From an optimization exercise on the open Yosys and OpenROAD flow, aimed at small area; shortcuts taken in it are not production practice. Function was checked by simulation only, so behaviour that the tests miss may differ from the original. Power figures rest on the tool's default switching activity, not on a simulated workload.

Design button_scan_holdoff_debounce_core, start of the top module:
module button_scan_holdoff_debounce_core #(
  parameter int NUM_BUTTONS = 16
) (
  input  wire logic                         clk,
  input  wire logic                         rst_n,
  input  wire logic                         cfg_we,
  input  wire logic [bshd_pkg::HOLD_W-1:0]  cfg_wdata,
  input  wire logic                         in_tvalid,
  output logic                              in_tready,
  input  wire logic [bshd_pkg::TDATA_W-1:0] in_tdata,
  input  wire logic                         in_tuser,
  output logic                              out_tvalid,
  input  wire logic                         out_tready,
  output logic [bshd_pkg::TDATA_W-1:0]      out_tdata
);
  localparam int AW = 17;
  logic [AW-1:0]  cnt_r;
  logic [AW-1:0]  ts_r [16];
  logic [15:0]    level_r;
  logic [15:0]    hold_r;
  logic           ev_valid_r;
  logic [4:0]     ev_r;
  logic           acc, tick, samp;
  logic [3:0]     sel;
  logic [AW-1:0]  age;
  logic           fire, scrub, ts_we;
  logic [AW-1:0]  ts_wdata;
  assign in_tready = !ev_valid_r || out_tready;
  assign acc  = in_tvalid && in_tready;
  assign tick = acc && !in_tuser;
  assign samp = acc && in_tuser;
  assign sel   = in_tuser ? in_tdata[3:0] : cnt_r[3:0];
  assign age   = cnt_r - ts_r[sel];
  assign fire  = samp && (age >= {1'b0, hold_r}) && (level_r[sel] != in_tdata[4]);
  assign scrub = tick && age[AW-1];
  assign ts_we = fire || scrub;
  assign ts_wdata = rst_n ? {cnt_r[AW-1] ^ !in_tuser, cnt_r[AW-2:0]} : '0;
  always_ff @(posedge clk) begin
    if (!rst_n) begin
      cnt_r      <= '0;
      level_r    <= '0;
      hold_r     <= bshd_pkg::HOLDOFF_RESET;
      ev_valid_r <= 1'b0;
    end else begin
      if (tick) cnt_r <= cnt_r + 1'b1;
      if (fire) level_r[sel] <= in_tdata[4];
      if (cfg_we) hold_r <= cfg_wdata;
      if (fire) ev_valid_r <= 1'b1;
      else if (out_tready) ev_valid_r <= 1'b0;
    end
  end
  always_ff @(posedge clk) begin
    for (int i = 0; i < 16; i++) begin
      if (!rst_n || (ts_we && sel == 4'(i))) ts_r[i] <= ts_wdata;
    end
  end
  always_ff @(posedge clk) begin
    if (fire) ev_r <= in_tdata[4:0];
  end
  assign out_tvalid = ev_valid_r;
  assign out_tdata  = {3'b000, ev_r};
endmodule
For scale: ~990 cells after synthesis, roughly 40 I/O pins.
export LEC_CHECK = 0
export CAP_MARGIN = 0
export CORE_MARGIN = 2
export CORE_UTILIZATION = 65
export SLEW_MARGIN = 0
create_clock -name core_clock -period 12.0 [get_ports {clk}]
standard.sh (not shown) runs the stock make flow with config.mk's settings and CLKGATE_MAP_FILE= SYNTH_SCRIPT=/design/flow/synth_recipe.tcl, a recipe that flattens the netlist after the stock synthesis.
==> flow/flow/run.sh <==
#!/bin/bash
# Standard ORFS layout, with two changes passed to its scripts:
#  - ports are buffered with the smallest buffer (buf_1) instead of the default choice;
#  - clock tree synthesis inserts no dummy loads and uses clkbuf_16 clusters.
set -euo pipefail
export BUFFER_PORTS_ARGS="-buffer_cell sky130_fd_sc_hd__buf_1"
export CTS_ARGS="-sink_clustering_enable -repair_clock_nets -dont_use_dummy_load -buf_list sky130_fd_sc_hd__clkbuf_16 -sink_clustering_size 35 -sink_clustering_max_diameter 80"
bash standard.sh > standard_flow.log 2>&1
Edit:
==> flow/flow/run.sh (replaced) <==
#!/bin/bash
# Standard ORFS layout, with two changes passed to its scripts:
#  - ports are buffered with the smallest buffer (buf_1) instead of the default choice;
#  - clock tree synthesis inserts no dummy loads and uses clkbuf_8 clusters.
set -euo pipefail
export BUFFER_PORTS_ARGS="-buffer_cell sky130_fd_sc_hd__buf_1"
export CTS_ARGS="-sink_clustering_enable -repair_clock_nets -dont_use_dummy_load -buf_list sky130_fd_sc_hd__clkbuf_8 -sink_clustering_size 20 -sink_clustering_max_diameter 60"
bash standard.sh > standard_flow.log 2>&1
PLACE_DENSITY = 0.8   (was not set)
The new run completed with no timing, DRC or antenna violations.
Clock power drops by 7.6%.
Core utilization stays flat.
Routed wire length is lower by 3.2%.
Die area does not change.
Edit:
==> flow/run.sh (new file) <==
#!/bin/bash
# synth_recipe.tcl (not shown) runs the flow's synth.tcl, then flattens the netlist and writes it again
# the make line also repeats each setting of config.mk as NAME=value (left out here)
make -C /OpenROAD-flow-scripts/flow DESIGN_CONFIG=/design/flow/config.mk WORK_HOME=/design/flow/orfs CLKGATE_MAP_FILE= SYNTH_SCRIPT=/design/flow/synth_recipe.tcl finish
CTS_BUF_LIST = sky130_fd_sc_hd__clkbuf_8   (was not set)
CTS_CLUSTER_DIAMETER = 60   (was not set)
CTS_CLUSTER_SIZE = 20   (was not set)
PLACE_DENSITY = not set   (was 0.8)
removed: flow/flow/run.sh
removed: flow/standard.sh
Final area grows by a few percent; sequential cell count does not change; combinational power is higher by a few percent; worst setup slack is about the same; non-clock buffer count went up by 9; synthesized area does not change; via count rose slightly; clock power rises by about a fifth; clock skew falls by 0.056 ns; power increases by a few percent.
Edit:
==> flow/flow/run.sh (new file) <==
#!/bin/bash
# Standard ORFS layout, with three changes passed to its scripts:
#  - ports are buffered with the smallest buffer (buf_1) instead of the default choice;
#  - placement-stage repair may not use buffers larger than buf_2;
#  - clock tree synthesis inserts no dummy loads and uses clkbuf_8 clusters.
set -euo pipefail
export BUFFER_PORTS_ARGS="-buffer_cell sky130_fd_sc_hd__buf_1"
export PRE_GLOBAL_PLACE_TCL="$PWD/flow/small_bufs.tcl"
export PRE_RESIZE_TCL="$PWD/flow/small_bufs.tcl"
export CTS_ARGS="-sink_clustering_enable -repair_clock_nets -dont_use_dummy_load -buf_list sky130_fd_sc_hd__clkbuf_8 -sink_clustering_size 20 -sink_clustering_max_diameter 60"
bash standard.sh > standard_flow.log 2>&1
==> flow/flow/small_bufs.tcl (new file) <==
# Keep placement-stage repair from using the large buffers: it then fixes slew
# with the small ones or by sizing the driver.
set_dont_use {sky130_fd_sc_hd__buf_4 sky130_fd_sc_hd__buf_6 sky130_fd_sc_hd__buf_8 sky130_fd_sc_hd__buf_12 sky130_fd_sc_hd__buf_16 sky130_fd_sc_hd__bufbuf_8 sky130_fd_sc_hd__bufbuf_16}
==> flow/standard.sh (new file) <==
#!/bin/bash
# synth_recipe.tcl (not shown) runs the flow's synth.tcl, then flattens the netlist and writes it again
# the make line also repeats each setting of config.mk as NAME=value (left out here)
make -C /OpenROAD-flow-scripts/flow DESIGN_CONFIG=/design/flow/config.mk WORK_HOME=/design/flow/orfs CLKGATE_MAP_FILE= SYNTH_SCRIPT=/design/flow/synth_recipe.tcl "${@:-finish}"
CTS_BUF_LIST = not set   (was sky130_fd_sc_hd__clkbuf_8)
CTS_CLUSTER_DIAMETER = not set   (was 60)
CTS_CLUSTER_SIZE = not set   (was 20)
removed: flow/run.sh
What happened: Routed wire length rises by 0.98%; global-route usage rises by 0.16 points; critical path depth falls by 5; clock-buffer cell count stays the same; register-to-register slack loses 0.72 ns; setup slack loses 0.41 ns; synthesized area does not change; flip-flop and latch count does not change; clock skew rises by 0.054 ns.
Edit:
--- a/flow/flow/run.sh
+++ b/flow/flow/run.sh
@@ -2 +2 @@
-# Standard ORFS layout, with three changes passed to its scripts:
+# Standard ORFS layout, with two changes passed to its scripts:
@@ -4 +3,0 @@
-#  - placement-stage repair may not use buffers larger than buf_2;
@@ -8,2 +6,0 @@
-export PRE_GLOBAL_PLACE_TCL="$PWD/flow/small_bufs.tcl"
-export PRE_RESIZE_TCL="$PWD/flow/small_bufs.tcl"
removed: flow/flow/small_bufs.tcl
The new run went through all stages and came out clean.
Fmax is higher by about 3%.
Final cell count is lower by 0.46%.
Count of clock-buffer cells in the layout falls by 1.
Utilization goes up by 0.32 points.
Routed wire length falls by 1.7%.
Non-clock buffer count decreases by 5.
Sequential share of layout area decreases by 0.29 points.

## port drivers added, routing unchanged
In the flow no input, the clock included, has a driving cell. The finished layouts below were timed again as built, in two steps.
Step 1, drivers: a clkbuf_16 drives clk and a buf_2 each remaining input, both assumed.
Step 2 times the ports against the registers' clock, not the clock port: input delays grow and output delays shrink by t, the midpoint of the rising clock arrivals with the driver on.
Three values: ideal ports, drivers, drivers and shift; two values: the first two.
| run | t, ns | setup slack, ns | hold slack, ns | latest minus earliest clock arrival (ns) | worst data-port slew with drivers (ns) |
|---|---|---|---|---|---|
| the first run | 0.544 | 1.859 / 1.888 / 1.344 | 0.463 / 0.463 / 0.463 | 0.071 / 0.071 | 0.04 |
| the second run | 0.592 | 1.902 / 1.918 / 1.326 | 0.459 / 0.459 / 0.459 | 0.113 / 0.113 | 0.03 |
| the third run | 0.630 | 1.899 / 1.913 / 1.283 | 0.467 / 0.467 / 0.467 | 0.057 / 0.056 | 0.04 |
| the fourth run | 0.607 | 1.492 / 1.507 / 0.900 | 0.463 / 0.463 / 0.463 | 0.111 / 0.111 | 0.04 |
| the fifth run | 0.585 | 1.792 / 1.813 / 1.229 | 0.465 / 0.465 / 0.465 | 0.085 / 0.085 | 0.04 |
After both steps setup and hold are still met in every run listed. The setup slack of the third run, which loses most, moves by +0.014 ns with the drivers and by -0.616 ns with both steps.
